This design comes from an exercise in tuning for small area, a short achievable clock period and few clock cycles per item on the open sky130 flow, not from production work.
Only simulation tests tie the RTL to the original design; equivalence was not proved.

== the reference run ==
## q16_fixed_point_alu_top
module q16_fixed_point_alu_top
(
	input  logic        clk,
	input  logic        arst_n,
	input  logic        s_tvalid,
	output logic        s_tready,
	input  logic [71:0] s_tdata,
	output logic        m_tvalid,
	input  logic        m_tready,
	output logic [39:0] m_tdata
);
Size: ~420 flip-flops, about 120 I/O pins, ~38000 sq um of cells after synthesis.
==> flow/config.mk <==
export PLATFORM = sky130hd
export DESIGN_NAME = q16_fixed_point_alu_top
export DESIGN_NICKNAME = q16_fixed_point_alu_top
export VERILOG_FILES = /design/flow/design.v
export SDC_FILE = /design/flow/constraint.sdc
export NUM_CORES = 4
export LEC_CHECK = 0
export CAP_MARGIN = 20
export CORE_MARGIN = 2
export CORE_UTILIZATION = 50
export SLEW_MARGIN = 20
==> flow/constraint.sdc <==
create_clock -name core_clock -period 12.0 [get_ports {clk}]
set_input_delay 2.4000 -clock core_clock [delete_from_list [all_inputs] [get_ports {clk}]]
set_output_delay 2.4000 -clock core_clock [all_outputs]
set_load 0.01 [all_outputs]
standard.sh (not shown) runs the stock make flow with config.mk's settings and CLKGATE_MAP_FILE= SYNTH_SCRIPT=/design/flow/synth_recipe.tcl, a recipe that flattens the netlist after the stock synthesis.
==> flow/flow/run.sh <==
#!/bin/bash
# The standard layout (standard.sh: ORFS synthesis through finish, unchanged scripts,
# the design's SDC and clock period), with the resizer's setup repair asked to leave
# more slack than the default so that it works on every path that sets the period.
set -euo pipefail
bash standard.sh SETUP_SLACK_MARGIN=8 finish > standard_flow.log 2>&1
Testbench counts of the reference run, summed over its fixed seeds: cycles 62,734, items 16,000.
Input changes introduced in the trial run (baseline for comparison: the reference run):
- putting TNS_END_PERCENT at 10 where nothing was set
Results
Diff the reference run -> the trial run: worst slack after detailed placement saw a decrease; least setup slack across all paths after layout now larger; via count fell by 759.
The trial run vs. the reference run: routed wire length shows a reduction of 6.9 mm.
The trial run improves on the reference run in final instance area.
No run among the reference run and the trial run stopped early or left any final violation; all are clean.

---

q16_fixed_point_alu_top, a different RTL version from the one above (not shown whole).
For scale: roughly 3700 cells after synthesis, roughly 410 flip-flops, roughly 120 I/O pins.
==> flow/config.mk <==
export PLATFORM = sky130hd
export DESIGN_NAME = q16_fixed_point_alu_top
export DESIGN_NICKNAME = q16_fixed_point_alu_top
export VERILOG_FILES = /design/flow/design.v
export SDC_FILE = /design/flow/constraint.sdc
export NUM_CORES = 4
export LEC_CHECK = 0
export CAP_MARGIN = 20
export CORE_MARGIN = 2
export CORE_UTILIZATION = 50
export SLEW_MARGIN = 20
==> flow/constraint.sdc <==
create_clock -name core_clock -period 12.0 [get_ports {clk}]
set_input_delay 2.4000 -clock core_clock [delete_from_list [all_inputs] [get_ports {clk}]]
set_output_delay 2.4000 -clock core_clock [all_outputs]
set_load 0.01 [all_outputs]
Scripts as last shown in full above: flow/flow/run.sh
The first run went through all stages and came out clean.
Testbench counts at the start, summed over its fixed seeds: cycles 72,406, items 16,000.
==> next run, changes <==
Settings changed: TNS_END_PERCENT from default to 10.
Result:
- The new run completed with no timing, DRC or antenna violations
- final cell count falls by a few percent
- design area drops by a few percent
- core utilization went down by 2.8 points
- count of clock-buffer cells in the layout shrinks by 4
- first-iteration DRC count shrinks by a few percent

---

Another version of the RTL of q16_fixed_point_alu_top (not shown whole).
Size in the first run: roughly 410 flip-flops, ~0.035 mm2 of cells after synthesis.
## q16_fixed_point_alu_top
module q16_fixed_point_alu_top
(
	input  logic        clk,
	input  logic        arst_n,
	input  logic        s_tvalid,
	output logic        s_tready,
	input  logic [71:0] s_tdata,
	output logic        m_tvalid,
	input  logic        m_tready,
	output logic [39:0] m_tdata
);
Settings: LEC_CHECK=0, CAP_MARGIN=20, CORE_MARGIN=2, CORE_UTILIZATION=60, SETUP_SLACK_MARGIN=5, SLEW_MARGIN=20; clock period 12.0 ns.
run.sh (not shown) runs the stock make flow with config.mk's settings and CLKGATE_MAP_FILE= SYNTH_SCRIPT=/design/flow/synth_recipe.tcl, a recipe that flattens the netlist after the stock synthesis.
Stock flow here: none of the scripts above is used.
The baseline completed with no timing, DRC or antenna violations.
Testbench counts at the start, summed over its fixed seeds: cycles 72,406, items 16,000.
Rerun with:
==> flow/flow/run.sh (new file) <==
#!/bin/bash
# The standard layout (standard.sh: ORFS synthesis through finish, unchanged scripts,
# the design's SDC and clock period), with the resizer's setup repair asked to leave
# more slack than the default so that it works on every path that sets the period.
set -euo pipefail
bash standard.sh SETUP_SLACK_MARGIN=8 finish > standard_flow.log 2>&1
==> flow/standard.sh (new file) <==
#!/bin/bash
# synth_recipe.tcl (not shown) runs the flow's synth.tcl, then flattens the netlist and writes it again
# the make line also repeats each setting of config.mk as NAME=value (left out here)
make -C /OpenROAD-flow-scripts/flow DESIGN_CONFIG=/design/flow/config.mk WORK_HOME=/design/flow/orfs CLKGATE_MAP_FILE= SYNTH_SCRIPT=/design/flow/synth_recipe.tcl "${@:-finish}"
--- a/flow/config.mk
+++ b/flow/config.mk
@@ -10,2 +10 @@
-export CORE_UTILIZATION = 60
-export SETUP_SLACK_MARGIN = 5
+export CORE_UTILIZATION = 50
removed: flow/run.sh
Fmax rose by 24%.
Clock skew went up by 0.0072 ns.
Flip-flop and latch count is unchanged.
Cell area rose by 8.8%.
Setup slack gains 1.2 ns.
Cell count went up by 6.5%.

---

q16_fixed_point_alu_top, a different RTL version from the one above (not shown whole).
For scale: ~3800 cells after synthesis, about 410 flip-flops, roughly 120 I/O pins, about 35000 um2 of cells after synthesis.
==> flow/config.mk <==
export PLATFORM = sky130hd
export DESIGN_NAME = q16_fixed_point_alu_top
export DESIGN_NICKNAME = q16_fixed_point_alu_top
export VERILOG_FILES = /design/flow/design.v
export SDC_FILE = /design/flow/constraint.sdc
export NUM_CORES = 4
export LEC_CHECK = 0
export CAP_MARGIN = 20
export CORE_MARGIN = 2
export CORE_UTILIZATION = 50
export SLEW_MARGIN = 20
export TNS_END_PERCENT = 10
==> flow/constraint.sdc <==
create_clock -name core_clock -period 12.0 [get_ports {clk}]
set_input_delay 2.4000 -clock core_clock [delete_from_list [all_inputs] [get_ports {clk}]]
set_output_delay 2.4000 -clock core_clock [all_outputs]
set_load 0.01 [all_outputs]
standard.sh (not shown) runs the stock make flow with config.mk's settings and CLKGATE_MAP_FILE= SYNTH_SCRIPT=/design/flow/synth_recipe.tcl, a recipe that flattens the netlist after the stock synthesis.
==> flow/flow/run.sh <==
#!/bin/bash
# The standard layout (standard.sh: ORFS synthesis through finish, unchanged scripts,
# the design's SDC and clock period), with the resizer's setup repair asked to leave
# more slack than the default so that it works on every path that sets the period.
set -euo pipefail
bash standard.sh SETUP_SLACK_MARGIN=7 finish > standard_flow.log 2>&1
Testbench counts at the start, summed over its fixed seeds: cycles 72,406, items 16,000.
Next try:
--- a/flow/flow/run.sh
+++ b/flow/flow/run.sh
@@ -5,2 +5,2 @@
 set -euo pipefail
-bash standard.sh SETUP_SLACK_MARGIN=7 finish > standard_flow.log 2>&1
+bash standard.sh SETUP_SLACK_MARGIN=8 finish > standard_flow.log 2>&1
Settings changed: PLACE_DENSITY from default to 0.75.
The changed run went through all stages and came out clean.
Non-clock buffer count came out higher by 95.
Register-to-register slack improves by 320 ps.
Setup slack gets better by 320 ps.
Worst hold slack stays flat.
Clock skew hardly moves.
Global-route usage shrinks by 2.1 points.
Cell area climbs by 4.5%.
Via count goes up by 3.0%.
Next try:
--- a/flow/flow/run.sh
+++ b/flow/flow/run.sh
@@ -5,2 +5,2 @@
 set -euo pipefail
-bash standard.sh SETUP_SLACK_MARGIN=8 finish > standard_flow.log 2>&1
+bash standard.sh SETUP_SLACK_MARGIN=7.5 finish > standard_flow.log 2>&1
Settings changed: PLACE_DENSITY 0.75 to default.
What happened:
- design area shrinks by 2.7%
- setup slack improves by 31 ps
- core utilization shrinks by 1.6 points
- routed wire length grows by 6.2%
Next try:
--- a/flow/flow/run.sh
+++ b/flow/flow/run.sh
@@ -5,2 +5,2 @@
 set -euo pipefail
-bash standard.sh SETUP_SLACK_MARGIN=7.5 finish > standard_flow.log 2>&1
+bash standard.sh SETUP_SLACK_MARGIN=9 finish > standard_flow.log 2>&1
Settings changed: TNS_END_PERCENT 10 to 5.
Result: Final area went up by roughly a tenth; routed wire length went up by a little under a tenth; fmax went up by a few percent; critical path depth went down by 1; utilization went up by 5.6 points; global-route usage went up by 2.1 points; die area does not change.
Next try:
--- a/flow/flow/run.sh
+++ b/flow/flow/run.sh
@@ -5,2 +5,2 @@
 set -euo pipefail
-bash standard.sh SETUP_SLACK_MARGIN=9 finish > standard_flow.log 2>&1
+bash standard.sh SETUP_SLACK_MARGIN=8 finish > standard_flow.log 2>&1
Settings changed: TNS_END_PERCENT 5 to 10.
Sequential share of layout area goes up by 1.9 points.
Cell count came out lower by 3.3%.
Routed wire length goes down by 5.0%.
Via count decreases by 4.0%.

==> re-timing with driven ports <==
How much do the figures lean on ideal ports? The routed layouts below were timed once more, with nothing changed but the port constraints.
Step 1 assumes that a clkbuf_16 drives the clock port and a buf_2 every other input.
Step 2 moves the port delays by t, midway between the first and last clock arrival at a register: inputs arrive t later, outputs are due t later. That takes back most of the time a late clock gives input paths.
Slacks: ideal / step 1 / step 2; pairs: ideal / step 1.
run | t (ns) | setup slack, ns | worst setup path at the end
the reference run | 0.680 | 6.309 / 6.309 / 6.309 | register to register
the trial run | 0.664 | 6.348 / 6.348 / 6.348 | register to register
the first run of note 2 | 0.666 | 7.260 / 7.260 / 7.260 | register to register
the second run of note 2 | 0.667 | 7.321 / 7.321 / 7.321 | register to register
the first run of note 3 | 0.657 | 5.864 / 5.864 / 5.864 | register to register
the second run of note 3 | 0.653 | 7.033 / 7.033 / 7.033 | register to register
the first run of note 4 | 0.661 | 7.084 / 7.084 / 7.084 | register to register
the second run of note 4 | 0.659 | 7.409 / 7.409 / 7.409 | register to register
the third run of note 4 | 0.660 | 7.439 / 7.439 / 7.439 | register to register
the fourth run of note 4 | 0.671 | 7.547 / 7.547 / 7.547 | register to register
the fifth run of note 4 | 0.665 | 7.510 / 7.510 / 7.510 | register to register
After both steps setup and hold are still met in every run listed.
